This is an optimization exercise on Yosys and OpenROAD, whose aim is small area, not a production implementation.
Only simulation tests tie the RTL to the original design; equivalence was not proved.

File: run.sh
#!/bin/bash
# synth_recipe.tcl (not shown) runs the flow's synth.tcl, then flattens the netlist and writes it again
# the make line also repeats each setting of config.mk as NAME=value (left out here)
make -C /OpenROAD-flow-scripts/flow DESIGN_CONFIG=/design/flow/config.mk WORK_HOME=/design/flow/orfs CLKGATE_MAP_FILE= SYNTH_SCRIPT=/design/flow/synth_recipe.tcl finish
File: config.mk
export PLATFORM = sky130hd
export DESIGN_NAME = enigma_top
export DESIGN_NICKNAME = enigma_top
export VERILOG_FILES = /design/flow/design.v
export SDC_FILE = /design/flow/constraint.sdc
export NUM_CORES = 4
export LEC_CHECK = 0
export ABC_AREA = 1
export CAP_MARGIN = 20
export CORE_MARGIN = 2
export CORE_UTILIZATION = 55
export SLEW_MARGIN = 20
File: constraint.sdc
create_clock -name core_clock -period 25.0 [get_ports {clk}]
set_input_delay 5.0000 -clock core_clock [delete_from_list [all_inputs] [get_ports {clk}]]
set_output_delay 5.0000 -clock core_clock [all_outputs]
set_load 0.01 [all_outputs]
File: design.v
module enigma_top (
  input  logic         clk,
  input  logic         reset_n,
  input  logic         set,
  input  logic         en,
  input  logic         valid,
  input  logic         dec,
  input  logic [7:0]   din,
  input  logic [31:0]  first_offset,
  input  logic [31:0]  second_offset,
  input  logic [31:0]  third_offset,
  input  logic [31:0]  first_delay,
  input  logic [31:0]  second_delay,
  input  logic [31:0]  third_delay,
  input  logic [207:0] first_idx_in,
  input  logic [207:0] second_idx_in,
  input  logic [207:0] third_idx_in,
  input  logic [207:0] reflector_idx_in,
  output logic [7:0]   dout,
  output logic         done
);
  function automatic logic [4:0] addv(input logic [4:0] a, input logic [4:0] b);
    logic [5:0] s;
    s = {1'b0, a} + {1'b0, b};
    if (s > 6'd26) s = s - 6'd26;
    addv = s[4:0];
  endfunction
  function automatic logic [4:0] subv(input logic [4:0] u, input logic [4:0] b);
    if (u > b) subv = u - b;
    else subv = u + 5'd26 - b;
  endfunction
  function automatic logic [4:0] inc26(input logic [4:0] a);
    inc26 = (a == 5'd25) ? 5'd0 : a + 5'd1;
  endfunction
  function automatic logic [4:0] dec26(input logic [4:0] a);
    dec26 = (a == 5'd0) ? 5'd25 : a - 5'd1;
  endfunction
  function automatic logic [15:0] csa(input logic [7:0] a, input logic [7:0] b, input logic [7:0] c);
    logic [7:0] s, k;
    s = a ^ b ^ c;
    k = (a & b) | (a & c) | (b & c);
    csa = {k[6:0], 1'b0, s};
  endfunction
  function automatic logic [8:0] radd(input logic [8:0] a, input logic [8:0] b, input logic ci);
    logic [8:0] s;
    logic c;
    c = ci;
    for (int i = 0; i < 9; i++) begin
      s[i] = a[i] ^ b[i] ^ c;
      c = (a[i] & b[i]) | (a[i] & c) | (b[i] & c);
    end
    radd = s;
  endfunction
  function automatic logic [4:0] mod26(input logic [31:0] v);
    logic [7:0] a, b, c, d, e, f;
    logic [15:0] x1, x2, x3, x4;
    logic [8:0] s;
    logic [6:0] t;
    logic [3:0] m;
    a = {2'b0, v[5:0]};
    b = {2'b0, v[17:12]};
    c = {2'b0, v[29:24]};
    d = {2'b0, ~v[11:6]};
    e = {2'b0, ~v[23:18]};
    f = {6'b0, ~v[31:30]};
    x1 = csa(a, b, c);
    x2 = csa(d, e, f);
    x3 = csa(x1[7:0], x1[15:8], x2[7:0]);
    x4 = csa(x3[7:0], x3[15:8], x2[15:8]);
    s = radd({1'b0, x4[7:0]}, {1'b0, x4[15:8]}, 1'b1);
    t = 7'd13 + {1'b0, s[5:0]} - {4'b0, s[8:6]};
    m = 4'(t % 7'd13);
    mod26 = {1'b0, m} + ((m[0] ^ v[0]) ? 5'd13 : 5'd0);
  endfunction
  logic [3:0]   ph;                   
  logic         done_q;
  logic [7:0]   dout_q;
  logic [7:0]   r;                    
  logic         lt;                   
  logic [4:0]   p [3];                
  logic [129:0] tw [3];               
  logic [129:0] trf;                  
  logic [31:0]  ce [3];               
  logic [31:0]  cd [3];               
  logic [1:0]   rph;                  
  logic [2:0]   z, ini, pend, st;
  logic         dir;                  
  logic acc, acc_l, acc_dec, letter_in;
  assign letter_in = (din >= 8'd65) && (din <= 8'd90);
  assign acc     = !reset_n && !set && valid && en && (ph == 4'd0);
  assign acc_l   = acc && letter_in;
  assign acc_dec = acc_l && dec;
  logic [2:0] bor;
  assign bor[0] = z[0];
  assign bor[1] = z[0] & z[1];
  assign bor[2] = z[0] & z[1] & z[2];
  logic [129:0] tsel;
  logic [4:0]   psel, key, uf, ub, u, res;
  logic         bwd;
  always_comb begin
    case (ph)
      4'd1, 4'd7: begin tsel = tw[0]; psel = p[0]; end
      4'd2, 4'd6: begin tsel = tw[1]; psel = p[1]; end
      4'd3, 4'd5: begin tsel = tw[2]; psel = p[2]; end
      default:    begin tsel = trf;   psel = 5'd0; end
    endcase
    bwd = (ph == 4'd5) || (ph == 4'd6) || (ph == 4'd7);
    key = addv(r[4:0], psel);
    uf = 5'd0;
    ub = 5'd0;
    for (int i = 0; i < 26; i++) begin
      if (key == 5'(i + 1)) uf = tsel[5*i +: 5];
      if (tsel[5*i +: 5] == key) ub = ub | 5'(i + 1);
    end
    u = bwd ? ub : uf;
    res = subv(u, psel);
  end
  logic [31:0] e_in, e_eff, e_pm, e_new;
  logic [31:0] flip;
  logic        pr, zr, ir, wrap;
  logic [4:0]  red, pinit;
  always_comb begin
    pr = pend[rph];
    zr = z[rph];
    ir = ini[rph];
    e_in  = ir ? 32'd1 : ce[0];
    e_eff = (cd[0] == 32'd0) ? 32'd1 : cd[0];
    flip[0] = 1'b1;
    for (int i = 1; i < 32; i++) flip[i] = flip[i-1] & (e_in[i-1] ^ dir);
    e_pm = e_in ^ flip;
    wrap = dir ? zr : (e_in == e_eff);
    if (!pr) e_new = e_in;
    else if (wrap) e_new = dir ? e_eff : 32'd1;
    else e_new = e_pm;
    red = mod26(ce[0]);
    pinit = (((pend[rph] & dir) | (acc_dec & bor[rph])) != 1'b0) ? dec26(red) : red;
  end
  always_ff @(posedge clk) begin
    if (set) begin
      for (int i = 0; i < 26; i++) begin
        tw[0][5*i +: 5] <= first_idx_in[8*i +: 5];
        tw[1][5*i +: 5] <= second_idx_in[8*i +: 5];
        tw[2][5*i +: 5] <= third_idx_in[8*i +: 5];
        trf[5*i +: 5]   <= reflector_idx_in[8*i +: 5];
      end
    end
    if (set) begin
      ce[0] <= first_offset;  ce[1] <= second_offset;  ce[2] <= third_offset;
      cd[0] <= first_delay;   cd[1] <= second_delay;   cd[2] <= third_delay;
      rph  <= 2'd0;
      z    <= 3'b111;
      ini  <= 3'b111;
      pend <= 3'b000;
      st   <= 3'b000;
    end else begin
      ce[0] <= ce[1];  ce[1] <= ce[2];  ce[2] <= e_new;
      cd[0] <= cd[1];  cd[1] <= cd[2];  cd[2] <= cd[0];
      rph <= (rph == 2'd2) ? 2'd0 : rph + 2'd1;
      z[rph]    <= (e_new == 32'd1);
      ini[rph]  <= 1'b0;
      if (pr && !dir && wrap) begin
        st[rph] <= 1'b1;
        if (rph != 2'd2) pend[rph + 2'd1] <= 1'b1;
      end
      pend[rph] <= 1'b0;
      if (ph == 4'd8) st <= 3'b000;
      if (acc_l) begin
        dir <= dec;
        pend[0] <= 1'b1;
        if (dec) begin
          pend[1] <= z[0];
          pend[2] <= z[0] & z[1];
        end
      end
    end
    for (int k = 0; k < 3; k++) begin
      if (ini[k]) begin
        if (rph == 2'(k)) p[k] <= pinit;
      end else if (acc_dec && bor[k]) p[k] <= dec26(p[k]);
      else if (ph == 4'd8 && st[k]) p[k] <= inc26(p[k]);
    end
    if (acc) begin
      r  <= din;
      lt <= letter_in;
    end else if (lt && ph != 4'd0 && ph != 4'd8) begin
      r[4:0] <= res;
    end
    if (reset_n) begin
      ph     <= 4'd0;
      done_q <= 1'b0;
      dout_q <= 8'd0;
    end else if (set) begin
      ph     <= 4'd0;
      done_q <= 1'b0;
    end else begin
      done_q <= (ph == 4'd8);
      if (ph == 4'd8) dout_q <= r;
      if (acc) ph <= 4'd1;
      else if (ph == 4'd8) ph <= 4'd0;
      else if (ph != 4'd0) ph <= ph + 4'd1;
    end
  end
  assign dout = dout_q;
  assign done = done_q;
endmodule
==> summary.txt, run 1 <==
sequential fraction of the synthesis area=0.584; row count=93; Syn Nets=4807; initial core utilization=0.554; Exit stage=3_2_place_iop; main area contributors after synthesis=edfxtp_1 46%, dfxtp_1 12%, nand2_1 11%, o21ai_0 3.5%, inv_1 3.5%; number of synthesized flops with an enable pin=545; die height=258 µm; commonest cells in the netlist=1045 x nand2_1, 545 x edfxtp_1, 328 x inv_1; top cell type's share of synthesized area=0.461; area leader, netlist=edfxtp_1; syn avg cell area=9.63 µm²; status=aborted with a tool error; prevailing post-synth register cell=edfxtp_1; top-count cell post-synth=nand2_1; ys async rst share=0; chip width=258 µm; YS warnings=5; Post-Synthesis Cell Area=35500 µm²; Log Error=[ERROR PPL-0024] Number of IO pins (1047) exceeds maximum number of available positions (930). Increase the die perimeter from 1032.26um to 1423.92um.; synth unique cells=64; Post-Synthesis Cells=3688; Seq cells post-synth=764
## cells by family after synthesis
kind of cell	after synthesis	share of synthesized area
DFF	764	0.584
xor gates and xnor gates	125	0.0310
and+or+nand+nor	1620	0.193
muxes	1	0.000282
AOI/OAI and AO/OA	600	0.104
buffers and inverters	497	0.0532
adders and majority gates	81	0.0347
==> inputs of run 2 (changes only) <==
--- a/design.v
+++ b/design.v
@@ -80,4 +80,5 @@
   logic [4:0]   p [3];                
-  logic [129:0] tw [3];               
-  logic [129:0] trf;                  
+  logic [129:0] tr [4];               
+  logic [1:0]   o;                    
+  logic         late;                 
   logic [31:0]  ce [3];               
@@ -98,11 +99,17 @@
   logic [4:0]   psel, key, uf, ub, u, res;
-  logic         bwd;
+  logic [2:0]   k;
+  logic [1:0]   tn;
+  logic         bwd, hs, lk;
   always_comb begin
-    case (ph)
-      4'd1, 4'd7: begin tsel = tw[0]; psel = p[0]; end
-      4'd2, 4'd6: begin tsel = tw[1]; psel = p[1]; end
-      4'd3, 4'd5: begin tsel = tw[2]; psel = p[2]; end
-      default:    begin tsel = trf;   psel = 5'd0; end
+    k = 3'(ph - {3'b000, late});
+    lk = (ph != 4'd0) && (k != 3'd0);
+    case (k)
+      3'd1, 3'd7: begin tn = 2'd0; psel = p[0]; end
+      3'd2, 3'd6: begin tn = 2'd1; psel = p[1]; end
+      3'd3, 3'd5: begin tn = 2'd2; psel = p[2]; end
+      default:    begin tn = 2'd3; psel = 5'd0; end
     endcase
-    bwd = (ph == 4'd5) || (ph == 4'd6) || (ph == 4'd7);
+    hs = tn[1] ^ o[1];
+    tsel = hs ? tr[2] : tr[0];
+    bwd = (k == 3'd5) || (k == 3'd6) || (k == 3'd7);
     key = addv(r[4:0], psel);
@@ -140,7 +147,11 @@
       for (int i = 0; i < 26; i++) begin
-        tw[0][5*i +: 5] <= first_idx_in[8*i +: 5];
-        tw[1][5*i +: 5] <= second_idx_in[8*i +: 5];
-        tw[2][5*i +: 5] <= third_idx_in[8*i +: 5];
-        trf[5*i +: 5]   <= reflector_idx_in[8*i +: 5];
+        tr[0][5*i +: 5] <= first_idx_in[8*i +: 5];
+        tr[1][5*i +: 5] <= second_idx_in[8*i +: 5];
+        tr[2][5*i +: 5] <= third_idx_in[8*i +: 5];
+        tr[3][5*i +: 5] <= reflector_idx_in[8*i +: 5];
       end
+      o <= 2'd0;
+    end else begin
+      tr[0] <= tr[1];  tr[1] <= tr[2];  tr[2] <= tr[3];  tr[3] <= tr[0];
+      o <= o + 2'd1;
     end
@@ -182,5 +193,6 @@
     if (acc) begin
-      r  <= din;
-      lt <= letter_in;
-    end else if (lt && ph != 4'd0 && ph != 4'd8) begin
+      r    <= din;
+      lt   <= letter_in;
+      late <= ~o[0];
+    end else if (lt && lk) begin
       r[4:0] <= res;
@@ -196,3 +208,3 @@
       done_q <= (ph == 4'd8);
-      if (ph == 4'd8) dout_q <= r;
+      if (ph == 4'd8) dout_q <= {r[7:5], (late && lt) ? res : r[4:0]};
       if (acc) ph <= 4'd1;
--- a/config.mk
+++ b/config.mk
@@ -9,4 +9,4 @@
 export CAP_MARGIN = 20
-export CORE_MARGIN = 2
-export CORE_UTILIZATION = 55
+export CORE_AREA = 4 4 556 156
+export DIE_AREA = 0 0 560 160
 export SLEW_MARGIN = 20
==> run 2 against run 1 <==
Net effect: the run now finishes clean; area after synthesis is 1.6% lower; synthesized cell count is 37% higher.
==> summary.txt, run 2 <==
hold crit path type=reg2reg; top-count cell post-synth=nand2_1 (unchanged); # Max-Cap Violations=0; Worst path max stage delay=0.87 ns; commonest cells in the netlist=2341 x nand2_1, 741 x dfxtp_1, 413 x o21ai_0 (was 1045 x nand2_1, 545 x edfxtp_1, 328 x inv_1); Total Routed Length=153 mm; Crit. End Element=flip-flop; r2r endpoint=dout_q[4]$_SDFFE_PP0P_; Area Overhead vs Synth=29.7%; top cell type's share of synthesized area=0.424 (was 0.461); final hold vios=0; vias in the first global route=32068; FF-to-FF Start=ph[0]$_SDFFE_PP0P_; FMAX=95.5 MHz; maximum clock path buffer count=3; row count=55 (was 93); share of cells above drive strength 1=0.0373; Setup crit start kind=flip-flop; hold buffers post-CTS=0; # port buffers=734; main area contributors after synthesis=dfxtp_1 42%, nand2_1 25%, o21ai_0 5.9%, inv_1 4.3%, xor2_1 2.4% (was edfxtp_1 46%, dfxtp_1 12%, nand2_1 11%, o21ai_0 3.5%, inv_1 3.5%); type of the worst setup path=reg2reg; Slew @ Worst Pin=1.18 ns; DRC=0; dpl hpwl=122 mm; Post-DRT Antenna Nets=0; detail-routed via count per cell=5.16; chip width=560 µm (was 258 µm); Core Region=82500 µm²; synth unique cells=59 (was 64); CTS clk-pin slew, worst paths=0.08 ns; area leader, netlist=dfxtp_1 (was edfxtp_1); Syn Nets=6175 (was 4807); # nets final=6775; quantity of gates resized following cts=0; ys async rst share=0 (unchanged); Critical Path Fanout Max=39; Slew HR=0.204; postcts setup bufs=0; R2R setup slack=14.53 ns; die height=160 µm (was 258 µm); largest net degree at the start of global routing=214; min Tclk post-route=10.47 ns; hold_ws=0.413 ns; # clock sinks=767; Final Max Tran Viols=0; worst hold stages=2; Tot GR Track Use=0.326; Crit path arrival time=11.02 ns; cell count after placement=6705; CTS tree=yes; most frequent cells in the layout=2339 x nand2_1, 741 x dfxtp_1, 733 x clkdlybuf4s50_1, 410 x o21ai_0, 405 x inv_1; worst reg2reg path depth=46; first-pass GRT wire length=215 mm; prevailing post-synth register cell=dfxtp_1 (was edfxtp_1); final setup fails=0; Skew-Pair Late Insertion Delay=0.70 ns; initial antenna violation count=55; RSZ-0062 raised after global routing=no; biggest regs=tr: 520 flops, cd: 96 flops, ce: 96 flops; Congestion Overflow GR=0; Final Cell Area=45300 µm²; gpl congestion=1.07; status=complete, no violations (was aborted with a tool error); YS warnings=5 (unchanged); most used cell, CP=nand2_1; sequential fraction of the synthesis area=0.447 (was 0.584); vias=35304; Final Skew=0.0210 ns; syn avg cell area=6.91 µm² (was 9.63 µm²); hold worst-path end=ce[1][1]$_DFF_P_; Area after DPL=43100 µm²; number of synthesized flops with an enable pin=26 (was 545); Post-Synthesis Cell Area=34900 µm² (was 35500 µm²); H-tree depth=2; Top reg by flops=tr; worst slack at placement=14.76 ns; initial drt markers=4160; Final period util=0.419; Wirelength per Cell=22.3 µm; Largest register FFs=520; top-level I/O count=1047; total CTS buffers=60; Setup TNS=0 ns; Detailed Routing Iterations Pass 1=6; hold path startpoint=ce[2][1]$_DFF_P_; die area=89600 µm²; slowest stage cell, crit path=nand3_1; clock root buffer=clkbuf_16; final core occ=0.549; most common cell after layout, fill and taps aside=nand2_1; post-route worst setup slack=14.53 ns; CP required=25.55 ns; Finished Layout Cells=6844; Post-Synthesis Cells=5056 (was 3688); Seq cells post-synth=767 (was 764); initial core utilization=0.424 (was 0.554)
run 2: changes by cell type after synthesis, moves of 77 or more:
| cell | before | now |
|---|---|---|
| nand3_1 | 234 | 116 |
| a22oi_1 | 155 | 0 |
| nand2_1 | 1045 | 2341 |
| inv_1 | 328 | 405 |
| edfxtp_1 | 545 | 26 |
| dfxtp_1 | 219 | 741 |
| o21ai_0 | 250 | 413 |
run 2: how the worst max path moves through the flow:
| stage | from | to |
|---|---|---|
| after floorplan | ce[0][1]$_DFF_P_ | p[2][3]$_DFFE_PP_ |
| final | ph[0]$_SDFFE_PP0P_ | dout_q[4]$_SDFFE_PP0P_ |
| after detailed placement | ce[0][13]$_DFF_P_ | p[2][2]$_DFFE_PP_ |
| after global routing | ce[0][13]$_DFF_P_ | p[2][4]$_DFFE_PP_ |
| after CTS | ce[0][13]$_DFF_P_ | p[1][2]$_DFFE_PP_ |
| after global placement | ce[0][13]$_DFF_P_ | p[0][4]$_DFFE_PP_ |
run 2: final cells by class:
cell class              instances  area [µm²]
fillers                      7989       37200
well taps                    1111        1390
clock inverters                31         438
multi-input cells            3632       16800
diodes                         28        70.1
clock buffers                  80        1730
inverters                     428        1620
repair buffers                767        7620
flip-flops and latches        767       15600
run 2: critical path: cells and delay by family, from the launching register on:
family,cells,cell delay (ns)
AO/OA/AOI/OAI,8,1.09
adder cells (fa/ha/maj),4,1.36
buffers and inverters,4,0.80
flip-flops,1,0.37
multiplexers,1,0.30
AND/OR/NAND/NOR,29,6.26
run 2: metal layers:
layer,track usage,share of wire,vias up
met2,0.422,0.38,1384
met5,0.0120,0.0025,-
li1,-,-,16958
met4,0.0695,0.018,40
met3,0.149,0.13,197
met1,0.483,0.47,16725
run 2: logic make-up (layout without fill, tap and decap cells):
kind of cell	count (synthesis)	after routing	share of synthesized area
AND/OR/NAND/NOR	2818	2818	0.320
other	0	28	0
flip-flops	767	767	0.447
buffers and inverters	657	1306	0.0719
AO/OA/AOI/OAI	607	607	0.0947
XOR/XNOR	124	124	0.0311
multiplexers	2	2	0.000573
adder cells (fa/ha/maj)	81	81	0.0352
==> inputs of run 3 (changes only) <==
--- a/design.v
+++ b/design.v
@@ -80,7 +80,7 @@
   logic [4:0]   p [3];                
-  logic [129:0] tr [4];               
+  logic [129:0] tr0, tr1, tr2, tr3;
   logic [1:0]   o;                    
   logic         late;                 
-  logic [31:0]  ce [3];               
-  logic [31:0]  cd [3];               
+  logic [31:0]  ce0, cen1, ce2;
+  logic [31:0]  cd0, cdn1, cd2;
   logic [1:0]   rph;                  
@@ -98,3 +98,3 @@
   logic [129:0] tsel;
-  logic [4:0]   psel, key, uf, ub, u, res;
+  logic [4:0]   psel, key, kp, uf, ub, u, res;
   logic [2:0]   k;
@@ -112,5 +112,6 @@
     hs = tn[1] ^ o[1];
-    tsel = hs ? tr[2] : tr[0];
+    tsel = hs ? tr2 : tr0;                
     bwd = (k == 3'd5) || (k == 3'd6) || (k == 3'd7);
     key = addv(r[4:0], psel);
+    kp = key ^ {5{~o[0]}};
     uf = 5'd0;
@@ -118,5 +119,6 @@
     for (int i = 0; i < 26; i++) begin
-      if (key == 5'(i + 1)) uf = tsel[5*i +: 5];
-      if (tsel[5*i +: 5] == key) ub = ub | 5'(i + 1);
-    end
+      uf = uf | ({5{key == 5'(i + 1)}} & tsel[5*i +: 5]);
+      if (tsel[5*i +: 5] == kp) ub = ub | 5'(i + 1);
+    end
+    uf = uf ^ {5{~o[0]}};
     u = bwd ? ub : uf;
@@ -124,3 +126,3 @@
   end
-  logic [31:0] e_in, e_eff, e_pm, e_new;
+  logic [31:0] e_eff, e_pm, e_new;
   logic [31:0] flip;
@@ -132,12 +134,12 @@
     ir = ini[rph];
-    e_in  = ir ? 32'd1 : ce[0];
-    e_eff = (cd[0] == 32'd0) ? 32'd1 : cd[0];
+    e_eff = (cd0 == 32'd0) ? 32'd1 : cd0;
     flip[0] = 1'b1;
-    for (int i = 1; i < 32; i++) flip[i] = flip[i-1] & (e_in[i-1] ^ dir);
-    e_pm = e_in ^ flip;
-    wrap = dir ? zr : (e_in == e_eff);
-    if (!pr) e_new = e_in;
+    for (int i = 1; i < 32; i++) flip[i] = flip[i-1] & (ce0[i-1] ^ dir);
+    e_pm = ce0 ^ flip;
+    wrap = dir ? zr : (ce0 == e_eff);
+    if (ir) e_new = 32'd1;
+    else if (!pr) e_new = ce0;
     else if (wrap) e_new = dir ? e_eff : 32'd1;
     else e_new = e_pm;
-    red = mod26(ce[0]);
+    red = mod26(ce0);
     pinit = (((pend[rph] & dir) | (acc_dec & bor[rph])) != 1'b0) ? dec26(red) : red;
@@ -147,6 +149,6 @@
       for (int i = 0; i < 26; i++) begin
-        tr[0][5*i +: 5] <= first_idx_in[8*i +: 5];
-        tr[1][5*i +: 5] <= second_idx_in[8*i +: 5];
-        tr[2][5*i +: 5] <= third_idx_in[8*i +: 5];
-        tr[3][5*i +: 5] <= reflector_idx_in[8*i +: 5];
+        tr0[5*i +: 5] <= ~first_idx_in[8*i +: 5];
+        tr1[5*i +: 5] <= ~second_idx_in[8*i +: 5];
+        tr2[5*i +: 5] <= ~third_idx_in[8*i +: 5];
+        tr3[5*i +: 5] <= ~reflector_idx_in[8*i +: 5];
       end
@@ -154,3 +156,3 @@
     end else begin
-      tr[0] <= tr[1];  tr[1] <= tr[2];  tr[2] <= tr[3];  tr[3] <= tr[0];
+      tr0 <= ~tr1;  tr1 <= ~tr2;  tr2 <= ~tr3;  tr3 <= ~tr0;
       o <= o + 2'd1;
@@ -158,4 +160,4 @@
     if (set) begin
-      ce[0] <= first_offset;  ce[1] <= second_offset;  ce[2] <= third_offset;
-      cd[0] <= first_delay;   cd[1] <= second_delay;   cd[2] <= third_delay;
+      ce0 <= first_offset;  cen1 <= ~second_offset;  ce2 <= third_offset;
+      cd0 <= first_delay;   cdn1 <= ~second_delay;   cd2 <= third_delay;
       rph  <= 2'd0;
@@ -166,4 +168,4 @@
     end else begin
-      ce[0] <= ce[1];  ce[1] <= ce[2];  ce[2] <= e_new;
-      cd[0] <= cd[1];  cd[1] <= cd[2];  cd[2] <= cd[0];
+      ce0 <= ~cen1;  cen1 <= ~ce2;  ce2 <= e_new;
+      cd0 <= ~cdn1;  cdn1 <= ~cd2;  cd2 <= cd0;
       rph <= (rph == 2'd2) ? 2'd0 : rph + 2'd1;
@@ -171,3 +173,3 @@
       ini[rph]  <= 1'b0;
-      if (pr && !dir && wrap) begin
+      if (pr && !ir && !dir && wrap) begin
         st[rph] <= 1'b1;
@@ -175,3 +177,3 @@
       end
-      pend[rph] <= 1'b0;
+      if (!ir) pend[rph] <= 1'b0;
       if (ph == 4'd8) st <= 3'b000;
==> flow/run.sh (new file) <==
#!/bin/bash
# Own layout flow: the standard flow (standard.sh) with
#  - the same synthesis script, but ABC maps with flow/area.abc (area oriented),
#  - port buffers of the smallest buffer cell,
#  - a clock tree of smaller leaf buffers and without dummy loads.
# The make output goes to flow_make.log; each step's tool log is under orfs/logs/.
set -uo pipefail
W=$PWD
export AREA_ABC_SCRIPT=$W/flow/area.abc
export BUFFER_PORTS_ARGS="-buffer_cell sky130_fd_sc_hd__buf_1"
export CTS_ARGS="-sink_clustering_enable -repair_clock_nets -dont_use_dummy_load -buf_list {sky130_fd_sc_hd__clkbuf_8 sky130_fd_sc_hd__clkbuf_16} -root_buf sky130_fd_sc_hd__clkbuf_16 -sink_clustering_size 12 -sink_clustering_max_diameter 50"
cat flow/synth_pre.tcl synth_recipe.tcl > my_synth.tcl
sed -e "s#SYNTH_SCRIPT=[^ ]*#SYNTH_SCRIPT=$W/my_synth.tcl#" standard.sh > my_standard.sh
bash my_standard.sh > flow_make.log 2>&1
==> flow/area.abc (new file) <==
strash
balance
rewrite
refactor
balance
rewrite
rewrite -z
balance
refactor -z
rewrite -z
balance
dch -f
amap
topo
==> flow/synth_pre.tcl (new file) <==
# Same synthesis as synth_recipe.tcl, with an area-oriented ABC mapping script.
proc abc {args} {
  set i [lsearch -exact $args -script]
  if { $i >= 0 } {
    lset args [expr {$i + 1}] $::env(AREA_ABC_SCRIPT)
  }
  yosys abc {*}$args
}
==> standard.sh (new file) <==
#!/bin/bash
# synth_recipe.tcl (not shown) runs the flow's synth.tcl, then flattens the netlist and writes it again
# the make line also repeats each setting of config.mk as NAME=value (left out here)
make -C /OpenROAD-flow-scripts/flow DESIGN_CONFIG=/design/flow/config.mk WORK_HOME=/design/flow/orfs CLKGATE_MAP_FILE= SYNTH_SCRIPT=/design/flow/synth_recipe.tcl "${@:-finish}"
removed: run.sh
==> run 3 against run 2 <==
Net effect: utilization shrank 12 points; final area shrank 22%; area after synthesis shrank 17%; sequential share of layout area grew 9.6 points; flip-flop and latch count is the same; fmax shrank 17%; still clean.
==> summary.txt, run 3 <==
CP Buf/Inv Count=8 (was 4); Congestion Overflow GR=0 (unchanged); commonest cells in the netlist=828 x o22ai_1, 741 x dfxtp_1, 231 x clkinv_1 (was 2341 x nand2_1, 741 x dfxtp_1, 413 x o21ai_0); largest net degree at the start of global routing=156 (was 214); Detailed Routing Iterations Pass 1=10 (was 6); slowest stage cell, crit path=fa_1 (was nand3_1); RSZ-0062 raised after global routing=no (unchanged); prevailing post-synth register cell=dfxtp_1 (unchanged); CP required=25.32 ns (was 25.55 ns); top-count cell post-synth=o22ai_1 (was nand2_1); postcts setup bufs=0 (unchanged); Wirelength per Cell=22.9 µm (was 22.3 µm); Syn Nets=4115 (was 6175); chip width=560 µm (unchanged); Tot GR Track Use=0.241 (was 0.326); Skew-Pair Late Insertion Delay=0.61 ns (was 0.70 ns); sequential fraction of the synthesis area=0.538 (was 0.447); number of synthesized flops with an enable pin=26 (unchanged); vias=28502 (was 35304); Final Cell Area=35400 µm² (was 45300 µm²); final core occ=0.429 (was 0.549); YS warnings=2 (was 5); FMAX=79.5 MHz (was 95.5 MHz); Final period util=0.503 (was 0.419); area leader, netlist=dfxtp_1 (unchanged); Total Routed Length=114 mm (was 153 mm); hold buffers post-CTS=0 (unchanged); final setup fails=0 (unchanged); clock root buffer=clkbuf_16 (unchanged); Crit. End Element=flip-flop (unchanged); die height=160 µm (unchanged); die area=89600 µm² (unchanged); Setup crit start kind=flip-flop (unchanged); maximum clock path buffer count=3 (unchanged); Final Max Tran Viols=0 (unchanged); status=complete, no violations (unchanged); Area after DPL=33500 µm² (was 43100 µm²); min Tclk post-route=12.59 ns (was 10.47 ns); most used cell, CP=fa_1 (was nand2_1); most frequent cells in the layout=825 x o22ai_1, 741 x dfxtp_1, 733 x buf_1, 229 x clkinv_1, 216 x nand2_1 (was 2339 x nand2_1, 741 x dfxtp_1, 733 x clkdlybuf4s50_1, 410 x o21ai_0, 405 x inv_1); cell count after placement=4874 (was 6705); Crit path arrival time=12.91 ns (was 11.02 ns); first-pass GRT wire length=167 mm (was 215 mm); main area contributors after synthesis=dfxtp_1 51%, o22ai_1 18%, clkinv_1 3.0%, nand2_1 2.8%, o21ai_0 2.8% (was dfxtp_1 42%, nand2_1 25%, o21ai_0 5.9%, inv_1 4.3%, xor2_1 2.4%); Worst path max stage delay=0.54 ns (was 0.87 ns); final hold vios=0 (unchanged); dpl hpwl=85.0 mm (was 122 mm); Final Skew=0.0647 ns (was 0.0210 ns); detail-routed via count per cell=5.76 (was 5.16); vias in the first global route=27743 (was 32068); # Max-Cap Violations=0 (unchanged); DRC=0 (unchanged); most common cell after layout, fill and taps aside=o22ai_1 (was nand2_1); # port buffers=734 (unchanged); syn avg cell area=9.69 µm² (was 6.91 µm²); Critical Path Fanout Max=6 (was 39); gpl congestion=0.985 (was 1.07); total CTS buffers=76 (was 60); R2R setup slack=12.41 ns (was 14.53 ns); initial core utilization=0.352 (was 0.424); Finished Layout Cells=4951 (was 6844); CTS tree=yes (unchanged); quantity of gates resized following cts=0 (unchanged); Seq cells post-synth=767 (unchanged); H-tree depth=3 (was 2); top cell type's share of synthesized area=0.511 (was 0.424); top-level I/O count=1047 (unchanged); Slew @ Worst Pin=1.09 ns (was 1.18 ns); CP top delay family=adder cells (was simple AND/OR/NAND/NOR gates); Core Region=82500 µm² (unchanged); # clock sinks=767 (unchanged); synth unique cells=48 (was 59); share of cells above drive strength 1=0.0307 (was 0.0373); hold crit path type=reg2reg (unchanged); initial antenna violation count=3 (was 55); # nets final=4960 (was 6775); Post-DRT Antenna Nets=0 (unchanged); Slew HR=0.266 (was 0.204); Setup TNS=0 ns (unchanged); initial drt markers=3164 (was 4160); Post-Synthesis Cells=2996 (was 5056); CTS clk-pin slew, worst paths=0.07 ns (was 0.08 ns); Post-Synthesis Cell Area=29000 µm² (was 34900 µm²); type of the worst setup path=reg2reg (unchanged); row count=55 (unchanged); ys async rst share=0 (unchanged); Area Overhead vs Synth=22.0% (was 29.7%)
run 3: cell count changes after synthesis, sizes merged, moves of 92 or more:
cell | before | now
nand2 | 2363 | 216
o22ai | 17 | 828
inv | 421 | 0
o21ai | 440 | 160
clkinv | 7 | 231
clkbuf | 202 | 0
xor2 | 95 | 0
nand3 | 118 | 26
run 3: path summary, 6_finish.rpt:
path,startpoint,endpoint,depth (start not counted)
setup / recovery,ce0[1]$_DFF_P_,p[2][3]$_DFFE_PP_,47
hold reg to reg,tr1[33]$_DFF_P_,tr0[33]$_DFF_P_,1
hold / removal,tr1[33]$_DFF_P_,tr0[33]$_DFF_P_,1
setup reg to reg,ce0[1]$_DFF_P_,p[2][3]$_DFFE_PP_,47
run 3: kinds of logic after synthesis:
logic type,count (synthesis),share of synthesized area
AO/OA/AOI/OAI,1364,0.306
adder cells (fa/ha/maj),81,0.0424
buffers and inverters,231,0.0299
flip-flops,767,0.538
AND/OR/NAND/NOR,553,0.0839
run 3: layer usage:
layer,vias to the layer above,GRT usage,part of all wire
met5,-,0,0.00024
met4,4,0.0795,0.034
met3,188,0.0693,0.086
met2,1202,0.376,0.45
met1,13541,0.323,0.43
li1,13567,-,-
run 3: stage by stage:
stage                     setup slack [ns]  hold WS, ns
after floorplan                       8.81        0.388
after global placement               13.09        0.399
after detailed placement             12.63        0.398
after CTS                            12.52        0.383
after global routing                 11.36        0.387
final                                12.41        0.389
run 3: worst reg2reg max path: cells and delay by family (launching register included):
family          cells  cell delay [ns]
flops               1             0.45
compound gates     13             3.43
fa+ha+maj          15             5.82
simple gates       11             1.61
buf+inv             8             1.00
run 3: area by class of cell:
type                    instances  area (µm²)
well taps                    1111        1390
clock buffers                  76        1900
inverters                     231         877
flip-flops and latches        767       15600
fillers                      8169       47100
repair buffers                767        3030
diodes                          1        2.50
multi-input cells            1998       12600
==> inputs of run 4 (changes only) <==
--- a/flow/run.sh
+++ b/flow/run.sh
@@ -10,3 +10,3 @@
 export BUFFER_PORTS_ARGS="-buffer_cell sky130_fd_sc_hd__buf_1"
-export CTS_ARGS="-sink_clustering_enable -repair_clock_nets -dont_use_dummy_load -buf_list {sky130_fd_sc_hd__clkbuf_8 sky130_fd_sc_hd__clkbuf_16} -root_buf sky130_fd_sc_hd__clkbuf_16 -sink_clustering_size 12 -sink_clustering_max_diameter 50"
+export CTS_ARGS="-sink_clustering_enable -repair_clock_nets -dont_use_dummy_load -buf_list sky130_fd_sc_hd__clkbuf_8 -root_buf sky130_fd_sc_hd__clkbuf_16 -sink_clustering_size 12 -sink_clustering_max_diameter 50"
 cat flow/synth_pre.tcl synth_recipe.tcl > my_synth.tcl
==> run 4 against run 3 <==
Net effect: final area fell by 2.4%; die area did not move; worst hold slack got worse by 0.0094 ns; area after synthesis did not move; register-to-register slack got worse by 0.02 ns; largest cell class unchanged; highest routed layer unchanged.
==> summary.txt, run 4 <==
FF-to-FF Start=ce0[1]$_DFF_P_ (unchanged); sequential fraction of the synthesis area=0.538 (unchanged); Tot GR Track Use=0.241 (about the same); CTS clk-pin slew, worst paths=0.10 ns (was 0.07 ns); Final Skew=0.0966 ns (was 0.0647 ns); most used cell, CP=fa_1 (unchanged); first-pass GRT wire length=167 mm (about the same); final hold vios=0 (unchanged); gpl congestion=0.985 (unchanged); vias in the first global route=27710 (was 27743); top routing layer used=met5 (unchanged); Congestion Overflow GR=0 (unchanged); type of the worst setup path=reg2reg (unchanged); most common cell after layout, fill and taps aside=o22ai_1 (unchanged); share of cells above drive strength 1=0.0307 (unchanged); DRC=0 (unchanged); final core occ=0.419 (was 0.429); die area=89600 µm² (unchanged); Setup crit start kind=flip-flop (unchanged); dpl hpwl=85.0 mm (unchanged); vias=28476 (was 28502); Crit path arrival time=12.95 ns (was 12.91 ns); top-count cell post-synth=o22ai_1 (unchanged); slowest stage cell, crit path=fa_1 (unchanged); FMAX=79.3 MHz (was 79.5 MHz); Final period util=0.504 (was 0.503); mux cell area share after synthesis=0 (unchanged); Routed met3 length=9.84 mm (was 9.74 mm); top-level I/O count=1047 (unchanged); Post-DRT Antenna Nets=0 (unchanged); Filler cells=8263 (was 8169); min Tclk post-route=12.61 ns (was 12.59 ns); # Max-Cap Violations=0 (unchanged); RSZ-0062 raised after global routing=no (unchanged); main combinational cell family by area after synthesis=compound AO/OA/AOI/OAI gates (unchanged); YS warnings=2 (unchanged); die height=160 µm (unchanged); Critical Path Fanout Max=6 (unchanged); Total Routed Length=114 mm (about the same); most frequent cells in the layout=825 x o22ai_1, 741 x dfxtp_1, 733 x buf_1, 229 x clkinv_1, 216 x nand2_1 (unchanged); Post-Synthesis Cells=2996 (unchanged); H-tree depth=3 (unchanged); maximum clock path buffer count=3 (unchanged); chip width=560 µm (unchanged); row count=55 (unchanged); total CTS buffers=76 (unchanged); Post-Synth Adder-Cell Area=0.0424 (unchanged); hold crit path type=reg2reg (unchanged); Syn Nets=4115 (unchanged); Seq cells post-synth=767 (unchanged); initial drt markers=3188 (was 3164); Synth Area in XOR/XNOR=0 (unchanged); Setup TNS=0 ns (unchanged); ys async rst share=0 (unchanged); Slew HR=0.226 (was 0.266); Detailed Routing Iterations Pass 1=7 (was 10); final setup fails=0 (unchanged); Skew-Pair Late Insertion Delay=0.62 ns (was 0.61 ns); hold buffers post-CTS=0 (unchanged); area leader, netlist=dfxtp_1 (unchanged); CTS tree=yes (unchanged); Post-Synthesis Cell Area=29000 µm² (unchanged); met1 WL=49.5 mm (was 49.3 mm); # port buffers=734 (unchanged); status=complete, no violations (unchanged); detail-routed via count per cell=5.75 (was 5.76); syn avg cell area=9.69 µm² (unchanged); Worst path max stage delay=0.54 ns (about the same); hold path startpoint=tr1[33]$_DFF_P_ (unchanged); Slew @ Worst Pin=1.15 ns (was 1.09 ns); prevailing post-synth register cell=dfxtp_1 (unchanged); Synth Area in Compound Gates=0.306 (unchanged); CP Launch Point=ce0[1]$_DFF_P_ (unchanged); clock root buffer=clkbuf_16 (unchanged); initial core utilization=0.352 (unchanged); # nets final=4960 (unchanged); postcts setup bufs=0 (unchanged); post-synthesis simple-gate area fraction=0.0839 (unchanged); top cell type's share of synthesized area=0.511 (unchanged); Final Max Tran Viols=0 (unchanged); Area Overhead vs Synth=19.1% (was 22.0%); # clock sinks=767 (unchanged); commonest cells in the netlist=828 x o22ai_1, 741 x dfxtp_1, 231 x clkinv_1 (unchanged); quantity of gates resized following cts=0 (unchanged); initial antenna violation count=3 (unchanged); Wirelength per Cell=23.0 µm (was 22.9 µm); number of synthesized flops with an enable pin=26 (unchanged); CP required=25.34 ns (was 25.32 ns); Crit. End Element=flip-flop (unchanged); Core Region=82500 µm² (unchanged); main area contributors after synthesis=dfxtp_1 51%, o22ai_1 18%, clkinv_1 3.0%, nand2_1 2.8%, o21ai_0 2.8% (unchanged); met2 routed WL=50.8 mm (was 50.6 mm); largest net degree at the start of global routing=156 (unchanged); synth unique cells=48 (unchanged)
## run 4: cell types whose count changed in the layout (fill, tap and decap cells not counted), sizes merged
cell	previous run	this run
diode	1	2
## run 4: final timing paths
path,end,depth (start not counted),slack (ns)
max,p[2][3]$_DFFE_PP_,47,12.39
min,tr0[33]$_DFF_P_,1,0.38
max reg2reg,p[2][3]$_DFFE_PP_,47,12.39
min reg2reg,tr0[33]$_DFF_P_,1,0.38
## run 4: cells by family after synthesis
family                     Yosys count
DFF                                767
AOI/OAI and AO/OA                 1364
buffers and inverters              231
adders and majority gates           81
and+or+nand+nor                    553
## run 4: layer usage
layer,vias to the layer above,GRT usage
met5,-,0
li1,13544,-
met3,194,0.0685
met4,4,0.0760
met2,1257,0.377
met1,13477,0.322
## run 4: worst max-delay path: cells and delay by family (launching register included)
| family | cells | cell delay (ns) |
|---|---|---|
| compound gates | 13 | 3.40 |
| fa+ha+maj | 15 | 5.84 |
| buf+inv | 8 | 1.02 |
| flops | 1 | 0.47 |
| simple gates | 11 | 1.62 |
## run 4: layout make-up
type	count	area, µm²	area share
flip-flops and latches	767	15600	0.452
multi-input cells	1998	12600	0.364
repair buffers	767	3030	0.0875
well taps	1111	1390	0.0402
clock buffers	76	1060	0.0306
inverters	231	877	0.0254
diodes	2	5.00	0.000145
## run 4: through the flow
step	hold WS, ns	setup slack [ns]	area, µm²	cells
2_1_floorplan	0.388	8.81	29000	2996
3_3_place_gp	0.399	13.09	33500	4874
3_5_place_dp	0.398	12.63	33500	4874
4_1_cts	0.372	12.52	34600	4950
5_1_grt	0.378	11.35	34600	4951
6_report	0.379	12.39	34600	4952
==> inputs of run 5 (changes only) <==
--- a/design.v
+++ b/design.v
@@ -83,6 +83,6 @@
   logic         late;                 
-  logic [31:0]  ce0, cen1, ce2;
+  logic [31:0]  cen0, ce1, cen2, ce0;
   logic [31:0]  cd0, cdn1, cd2;
   logic [1:0]   rph;                  
-  logic [2:0]   z, ini, pend, st;
+  logic [2:0]   z, ini, pend, st, inc, dcr;
   logic         dir;                  
@@ -98,3 +98,3 @@
   logic [129:0] tsel;
-  logic [4:0]   psel, key, kp, uf, ub, u, res;
+  logic [4:0]   pq, psel, key, kp, uf, ub, u, res;
   logic [2:0]   k;
@@ -106,7 +106,10 @@
     case (k)
-      3'd1, 3'd7: begin tn = 2'd0; psel = p[0]; end
-      3'd2, 3'd6: begin tn = 2'd1; psel = p[1]; end
-      3'd3, 3'd5: begin tn = 2'd2; psel = p[2]; end
-      default:    begin tn = 2'd3; psel = 5'd0; end
+      3'd1, 3'd7: begin tn = 2'd0; pq = p[0]; end
+      3'd2, 3'd6: begin tn = 2'd1; pq = p[1]; end
+      3'd3, 3'd5: begin tn = 2'd2; pq = p[2]; end
+      default:    begin tn = 2'd3; pq = 5'd0; end
     endcase
+    if (tn != 2'd3 && inc[tn[1:0]] && !dcr[tn[1:0]]) psel = inc26(pq);
+    else if (tn != 2'd3 && dcr[tn[1:0]] && !inc[tn[1:0]]) psel = dec26(pq);
+    else psel = pq;
     hs = tn[1] ^ o[1];
@@ -129,3 +132,3 @@
   logic        pr, zr, ir, wrap;
-  logic [4:0]  red, pinit;
+  logic [4:0]  red;
   always_comb begin
@@ -134,2 +137,3 @@
     ir = ini[rph];
+    ce0 = ~cen0;
     e_eff = (cd0 == 32'd0) ? 32'd1 : cd0;
@@ -144,3 +148,2 @@
     red = mod26(ce0);
-    pinit = (((pend[rph] & dir) | (acc_dec & bor[rph])) != 1'b0) ? dec26(red) : red;
   end
@@ -160,3 +163,3 @@
     if (set) begin
-      ce0 <= first_offset;  cen1 <= ~second_offset;  ce2 <= third_offset;
+      cen0 <= ~first_offset;  ce1 <= second_offset;  cen2 <= ~third_offset;
       cd0 <= first_delay;   cdn1 <= ~second_delay;   cd2 <= third_delay;
@@ -167,4 +170,6 @@
       st   <= 3'b000;
+      inc  <= 3'b000;
+      dcr  <= 3'b000;
     end else begin
-      ce0 <= ~cen1;  cen1 <= ~ce2;  ce2 <= e_new;
+      cen0 <= ~ce1;  ce1 <= ~cen2;  cen2 <= ~e_new;
       cd0 <= ~cdn1;  cdn1 <= ~cd2;  cd2 <= cd0;
@@ -178,3 +183,11 @@
       if (!ir) pend[rph] <= 1'b0;
-      if (ph == 4'd8) st <= 3'b000;
+      if (lk && tn != 2'd3) begin
+        inc[tn[1:0]] <= 1'b0;
+        dcr[tn[1:0]] <= 1'b0;
+      end
+      if (ph == 4'd8) begin
+        st  <= 3'b000;
+        inc <= st;
+      end
+      if (acc_dec) dcr <= bor;
       if (acc_l) begin
@@ -189,6 +202,4 @@
     for (int k = 0; k < 3; k++) begin
-      if (ini[k]) begin
-        if (rph == 2'(k)) p[k] <= pinit;
-      end else if (acc_dec && bor[k]) p[k] <= dec26(p[k]);
-      else if (ph == 4'd8 && st[k]) p[k] <= inc26(p[k]);
+      if (ini[k] && rph == 2'(k)) p[k] <= red;
+      else if (lk && tn == 2'(k)) p[k] <= psel;
     end
--- a/flow/run.sh
+++ b/flow/run.sh
@@ -10,3 +10,3 @@
 export BUFFER_PORTS_ARGS="-buffer_cell sky130_fd_sc_hd__buf_1"
-export CTS_ARGS="-sink_clustering_enable -repair_clock_nets -dont_use_dummy_load -buf_list sky130_fd_sc_hd__clkbuf_8 -root_buf sky130_fd_sc_hd__clkbuf_16 -sink_clustering_size 12 -sink_clustering_max_diameter 50"
+export CTS_ARGS="-sink_clustering_enable -repair_clock_nets -dont_use_dummy_load -buf_list sky130_fd_sc_hd__clkbuf_8 -root_buf sky130_fd_sc_hd__clkbuf_16 -sink_clustering_size 16 -sink_clustering_max_diameter 40"
 cat flow/synth_pre.tcl synth_recipe.tcl > my_synth.tcl
==> run 5 against run 4 <==
Net effect: cell count fell by 0.38%; setup slack worse by 0.24 ns; flip-flop and latch count increased by 6; non-clock buffer count is 3 lower; critical path depth is 5 lower; final area decreased by 1.2%; clock skew shrank 0.034 ns; synthesized cell count is 0.13% lower; largest cell class unchanged; highest routed layer unchanged.
==> summary.txt, run 5 <==
status=complete, no violations (unchanged); number of synthesized flops with an enable pin=26 (unchanged); mux cell area share after synthesis=0 (unchanged); CP required=25.38 ns (was 25.34 ns); Post-DRT Antenna Nets=0 (unchanged); main area contributors after synthesis=dfxtp_1 52%, o22ai_1 18%, o21ai_0 3.3%, nor2_1 3.1%, edfxtp_1 2.7% (was dfxtp_1 51%, o22ai_1 18%, clkinv_1 3.0%, nand2_1 2.8%, o21ai_0 2.8%); type of the worst setup path=reg2reg (unchanged); vias=27877 (was 28476); worst hold stages=1 (unchanged); hold buffers post-CTS=0 (unchanged); Slew @ Worst Pin=1.18 ns (was 1.15 ns); synth unique cells=49 (was 48); worst reg2reg path depth=42 (was 47); initial drt markers=2661 (was 3188); routing usage on met3=0.0572 (was 0.0685); slowest stage cell, crit path=a211oi_1 (was fa_1); hold path startpoint=tr1[114]$_DFF_P_ (was tr1[33]$_DFF_P_); H-tree depth=2 (was 3); Crit. End Element=flip-flop (unchanged); min Tclk post-route=12.85 ns (was 12.61 ns); YS warnings=2 (unchanged); global routing usage on met2=0.379 (was 0.377); cell count after placement=4866 (was 4874); total CTS buffers=59 (was 76); top cell type's share of synthesized area=0.520 (was 0.511); Wirelength per Cell=23.5 µm (was 23.0 µm); main combinational cell family by area after synthesis=compound AO/OA/AOI/OAI gates (unchanged); grt met1 use=0.331 (was 0.322); Crit. path cell count=42 (was 47); most frequent cells in the layout=829 x o22ai_1, 747 x dfxtp_1, 733 x buf_1, 240 x nor2_1, 203 x clkinv_1 (was 825 x o22ai_1, 741 x dfxtp_1, 733 x buf_1, 229 x clkinv_1, 216 x nand2_1); # nets final=4930 (was 4960); top-level I/O count=1047 (unchanged); share of cells above drive strength 1=0.0262 (was 0.0307); Post-Synthesis Cell Area=28800 µm² (was 29000 µm²); vias in the first global route=26719 (was 27710); Finished Layout Cells=4933 (was 4952); clock root buffer=clkbuf_16 (unchanged); Syn Nets=4105 (was 4115); final hold vios=0 (unchanged); Final Skew=0.0629 ns (was 0.0966 ns); FMAX=77.8 MHz (was 79.3 MHz); CTS tree=yes (unchanged); RSZ-0062 raised after global routing=no (unchanged); Setup TNS=0 ns (unchanged); final setup fails=0 (unchanged); Skew-Pair Late Insertion Delay=0.61 ns (was 0.62 ns); prevailing post-synth register cell=dfxtp_1 (unchanged); chip width=560 µm (unchanged); most used cell, CP=clkinv_1 (was fa_1); hold crit path type=reg2reg (unchanged); Core Region=82500 µm² (unchanged); die area=89600 µm² (unchanged); largest net degree at the start of global routing=238 (was 156); postcts setup bufs=0 (unchanged); detail-routed via count per cell=5.65 (was 5.75); Detailed Routing Iterations Pass 1=6 (was 7); gr busiest metal=met2 (unchanged); Crit path arrival time=13.23 ns (was 12.95 ns); Congestion Overflow GR=0 (unchanged); gpl congestion=0.947 (was 0.985); top-count cell post-synth=o22ai_1 (unchanged); CP Buf/Inv Count=8 (unchanged); area leader, netlist=dfxtp_1 (unchanged); ys async rst share=0 (unchanged); Final period util=0.514 (was 0.504); maximum clock path buffer count=3 (unchanged); Tot GR Track Use=0.243 (was 0.241); CTS clk-pin slew, worst paths=0.11 ns (was 0.10 ns); row count=55 (unchanged); Post-Synth Adder-Cell Area=0.0402 (was 0.0424); first-pass GRT wire length=167 mm (about the same); dpl hpwl=86.9 mm (was 85.0 mm); Area Overhead vs Synth=18.7% (was 19.1%); Post-Synthesis Cells=2992 (was 2996); initial antenna violation count=11 (was 3); CP Launch Point=ph[0]$_SDFFE_PP0P_ (was ce0[1]$_DFF_P_); Worst path max stage delay=0.91 ns (was 0.54 ns); post-synthesis simple-gate area fraction=0.0854 (was 0.0839); initial core utilization=0.349 (was 0.352); quantity of gates resized following cts=0 (unchanged); Total Routed Length=116 mm (was 114 mm); FF-to-FF Start=ph[0]$_SDFFE_PP0P_ (was ce0[1]$_DFF_P_); Synth Area in XOR/XNOR=0 (unchanged); Critical Path Fanout Max=29 (was 6); Synth Area in Compound Gates=0.301 (was 0.306); syn avg cell area=9.62 µm² (was 9.69 µm²); DRC=0 (unchanged); # port buffers=734 (unchanged); # clock sinks=773 (was 767); sequential fraction of the synthesis area=0.547 (was 0.538); Slew HR=0.216 (was 0.226); most common cell after layout, fill and taps aside=o22ai_1 (unchanged); Final Max Tran Viols=0 (unchanged); Setup crit start kind=flip-flop (unchanged); # Max-Cap Violations=0 (unchanged); CP top delay family=compound AO/OA/AOI/OAI gates (was adder cells); Seq cells post-synth=773 (was 767); die height=160 µm (unchanged); commonest cells in the netlist=833 x o22ai_1, 747 x dfxtp_1, 240 x nor2_1 (was 828 x o22ai_1, 741 x dfxtp_1, 231 x clkinv_1)
[run 5: path summary, 6_finish.rpt]
check,slack [ns],end
setup / recovery,12.15,r[4]$_DFFE_PP_
hold / removal,0.34,tr0[114]$_DFF_P_
setup reg to reg,12.15,r[4]$_DFFE_PP_
hold reg to reg,0.34,tr0[114]$_DFF_P_
[run 5: logic make-up after synthesis]
family,Yosys count
AO/OA/AOI/OAI,1370
adder cells (fa/ha/maj),75
buffers and inverters,205
flip-flops,773
AND/OR/NAND/NOR,569
[run 5: per-layer routing]
| metal | wire [µm] | part of all wire | vias to the layer above |
|---|---|---|---|
| li1 | - | - | 13386 |
| met3 | 8470 | 0.073 | 159 |
| met4 | 3950 | 0.034 | 10 |
| met1 | 51700 | 0.45 | 13319 |
| met2 | 51500 | 0.45 | 1003 |
| met5 | 67 | 0.00058 | - |
[run 5: area by class of cell]
cell class / count / area [µm²]
multi-input combinational: 2014 / 12400
fill: 8415 / 48300
clock buffer: 59 / 868
inverter: 205 / 779
sequential: 773 / 15700
antenna: 7 / 17.5
timing repair buffer: 764 / 3010
tap: 1111 / 1390
[run 5: through the flow]
| stage | area [µm²] | utilization | worst slack, ns | hold slack, ns |
|---|---|---|---|---|
| 2_1_floorplan | 28800 | - | 7.38 | 0.388 |
| 3_3_place_gp | 33300 | 0.403 | 12.19 | 0.392 |
| 3_5_place_dp | 33300 | 0.403 | 11.92 | 0.394 |
| 4_1_cts | 34100 | 0.414 | 11.87 | 0.344 |
| 5_1_grt | 34200 | 0.414 | 11.27 | 0.339 |
| 6_report | 34200 | 0.414 | 12.15 | 0.342 |
==> inputs of run 6 (changes only) <==
--- a/design.v
+++ b/design.v
@@ -89,3 +89,5 @@
   logic acc, acc_l, acc_dec, letter_in;
+  logic [7:0] din_q;                  
   assign letter_in = (din >= 8'd65) && (din <= 8'd90);
+  assign din_q = din;
   assign acc     = !reset_n && !set && valid && en && (ph == 4'd0);
@@ -206,3 +208,3 @@
     if (acc) begin
-      r    <= din;
+      r    <= din_q;
       lt   <= letter_in;
==> run 6 against run 5 <==
Net effect: first-iteration DRC count is the same; non-clock buffer count unchanged; still clean; highest routed layer unchanged; cell count is the same; via count did not move.
==> summary.txt, run 6 <==
Final Skew=0.0629 ns (unchanged); FMAX=77.8 MHz (unchanged); FF+latch area=15700 µm² (unchanged); # port buffers=734 (unchanged); prevailing post-synth register cell=dfxtp_1 (unchanged); Crit. End Element=flip-flop (unchanged); Core Region=82500 µm² (unchanged); top-count cell post-synth=o22ai_1 (unchanged); Final Cell Area=34200 µm² (unchanged); type of the worst setup path=reg2reg (unchanged); quantity of gates resized following cts=0 (unchanged); Congestion Overflow GR=0 (unchanged); hold crit path type=reg2reg (unchanged); min Tclk post-route=12.85 ns (unchanged); gpl congestion=0.947 (unchanged); most common cell after layout, fill and taps aside=o22ai_1 (unchanged); Post-DRT Antenna Nets=0 (unchanged); vias in the first global route=26719 (unchanged); Detailed Routing Iterations Pass 1=6 (unchanged); number of synthesized flops with an enable pin=26 (unchanged); area leader, netlist=dfxtp_1 (unchanged); initial drt markers=2661 (unchanged); clock root buffer=clkbuf_16 (unchanged); final setup fails=0 (unchanged); hold_ws=0.342 ns (unchanged); Area after DPL=33300 µm² (unchanged); Worst path max stage delay=0.91 ns (about the same); hold buffers post-CTS=0 (unchanged); main area contributors after synthesis=dfxtp_1 52%, o22ai_1 18%, o21ai_0 3.3%, nor2_1 3.1%, edfxtp_1 2.7% (unchanged); first-pass GRT wire length=167 mm (unchanged); Final Max Tran Viols=0 (unchanged); synth unique cells=49 (unchanged); # clock sinks=773 (unchanged); CP required=25.38 ns (about the same); share of cells above drive strength 1=0.0262 (unchanged); sequential fraction of the synthesis area=0.547 (unchanged); top-level I/O count=1047 (unchanged); Skew-Pair Late Insertion Delay=0.61 ns (about the same); CTS tree=yes (unchanged); Syn Nets=4105 (unchanged); Area Overhead vs Synth=18.7% (unchanged); Setup crit start kind=flip-flop (unchanged); Slew @ Worst Pin=1.18 ns (unchanged); worst slack at placement=11.92 ns (unchanged); Tot GR Track Use=0.243 (unchanged); Crit path arrival time=13.23 ns (about the same); H-tree depth=2 (unchanged); DRC=0 (unchanged); # Max-Cap Violations=0 (unchanged); chip width=560 µm (unchanged); slowest stage cell, crit path=a211oi_1 (unchanged); most used cell, CP=clkinv_1 (unchanged); most frequent cells in the layout=829 x o22ai_1, 747 x dfxtp_1, 733 x buf_1, 240 x nor2_1, 203 x clkinv_1 (unchanged); largest net degree at the start of global routing=238 (unchanged); commonest cells in the netlist=833 x o22ai_1, 747 x dfxtp_1, 240 x nor2_1 (unchanged); Filler cells=8415 (unchanged); ys async rst share=0 (unchanged); Wirelength per Cell=23.5 µm (unchanged); die height=160 µm (unchanged); Total Routed Length=116 mm (unchanged); total CTS buffers=59 (unchanged); Post-Synthesis Cell Area=28800 µm² (unchanged); Final period util=0.514 (unchanged); Seq cells post-synth=773 (unchanged); Setup TNS=0 ns (unchanged); row count=55 (unchanged); initial antenna violation count=11 (unchanged); Slew HR=0.216 (unchanged); detail-routed via count per cell=5.65 (unchanged); post-route worst setup slack=12.15 ns (unchanged); top cell type's share of synthesized area=0.520 (unchanged); area of the multi-input gates=12400 µm² (unchanged); Critical Path Fanout Max=29 (unchanged); RSZ-0062 raised after global routing=no (unchanged); syn avg cell area=9.62 µm² (unchanged); maximum clock path buffer count=3 (unchanged); YS warnings=2 (unchanged); status=complete, no violations (unchanged); postcts setup bufs=0 (unchanged); die area=89600 µm² (unchanged); final hold vios=0 (unchanged); vias=27877 (unchanged); Post-Synthesis Cells=2992 (unchanged); initial core utilization=0.349 (unchanged); CTS clk-pin slew, worst paths=0.11 ns (about the same); dpl hpwl=86.9 mm (unchanged); # nets final=4930 (unchanged)
run 6: logic make-up (layout without fill, tap and decap cells):
family / Yosys count / count (layout) / synth area share
AO/OA/AOI/OAI: 1370 / 1370 / 0.301
adder cells (fa/ha/maj): 75 / 75 / 0.0402
flip-flops: 773 / 773 / 0.547
other: 0 / 7 / 0
buffers and inverters: 205 / 1028 / 0.0267
AND/OR/NAND/NOR: 569 / 569 / 0.0854
run 6: final cells by class:
| cell class | instances | area share |
|---|---|---|
| Clock buffer | 59 | 0.0254 |
| Tap cell | 1111 | 0.0407 |
| Sequential cell | 773 | 0.461 |
| Inverter | 205 | 0.0228 |
| Multi-Input combinational cell | 2014 | 0.362 |
| Antenna cell | 7 | 0.000513 |
| Timing Repair Buffer | 764 | 0.0881 |
run 6: worst paths after layout:
path | startpoint | endpoint | slack (ns) | depth (start not counted)
worst max register to register | ph[0]$_SDFFE_PP0P_ | r[4]$_DFFE_PP_ | 12.15 | 42
worst min register to register | tr1[114]$_DFF_P_ | tr0[114]$_DFF_P_ | 0.34 | 1
worst min-delay path | tr1[114]$_DFF_P_ | tr0[114]$_DFF_P_ | 0.34 | 1
worst max-delay path | ph[0]$_SDFFE_PP0P_ | r[4]$_DFFE_PP_ | 12.15 | 42
run 6: per-layer routing:
metal / part of all wire / wire (µm) / GRT usage / up-vias
li1: - / - / - / 13386
met1: 0.45 / 51700 / 0.331 / 13319
met2: 0.45 / 51500 / 0.379 / 1003
met3: 0.073 / 8470 / 0.0572 / 159
met4: 0.034 / 3950 / 0.0835 / 10
met5: 0.00058 / 67 / 0 / -
run 6: metrics by stage:
stage	cells	utilization
after floorplan	2992	-
after global placement	4866	0.403
after detailed placement	4866	0.403
after CTS	4925	0.414
after global routing	4933	0.414
final	4933	0.414
run 6: worst max-delay path, delay by kind of cell, from the launching register on:
kind / cells / cell delay, ns
AOI/OAI and AO/OA: 21 / 7.43
buffers and inverters: 8 / 2.06
and+or+nand+nor: 8 / 1.19
adders and majority gates: 5 / 1.55
DFF: 1 / 0.40

-- port drivers added, routing unchanged --
Ports are ideal in the flow. The routed layouts listed here were re-timed in OpenROAD. Step 1: set_driving_cell puts a clkbuf_16 on clk and a buf_2 on each other input, an assumption about the parent block. Step 2 times the ports against the registers' clock, not the clock port: input delays grow and output delays shrink by t, the midpoint of the rising clock arrivals with the driver on. Slacks: no drivers / after step 1 / after step 2; pairs: no drivers / after step 1.
| run | shift t [ns] | setup WS [ns] | hold WS [ns] | latest minus earliest clock arrival (ns) | worst register clock-pin slew, ns |
|---|---|---|---|---|---|
| run 2 | 0.764 | 14.534 / 14.534 / 14.534 | 0.413 / 0.413 / 0.413 | 0.023 / 0.024 | 0.08 / 0.08 |
| run 3 | 0.665 | 12.413 / 12.413 / 12.413 | 0.389 / 0.389 / 0.389 | 0.087 / 0.087 | 0.08 / 0.08 |
| run 4 | 0.662 | 12.393 / 12.393 / 12.393 | 0.379 / 0.379 / 0.379 | 0.116 / 0.117 | 0.10 / 0.10 |
| run 5 | 0.668 | 12.149 / 12.149 / 12.149 | 0.342 / 0.342 / 0.342 | 0.082 / 0.082 | 0.11 / 0.11 |
| run 6 | 0.668 | 12.149 / 12.149 / 12.149 | 0.342 / 0.342 / 0.342 | 0.082 / 0.082 | 0.11 / 0.11 |
After both steps every run listed still meets setup and hold.
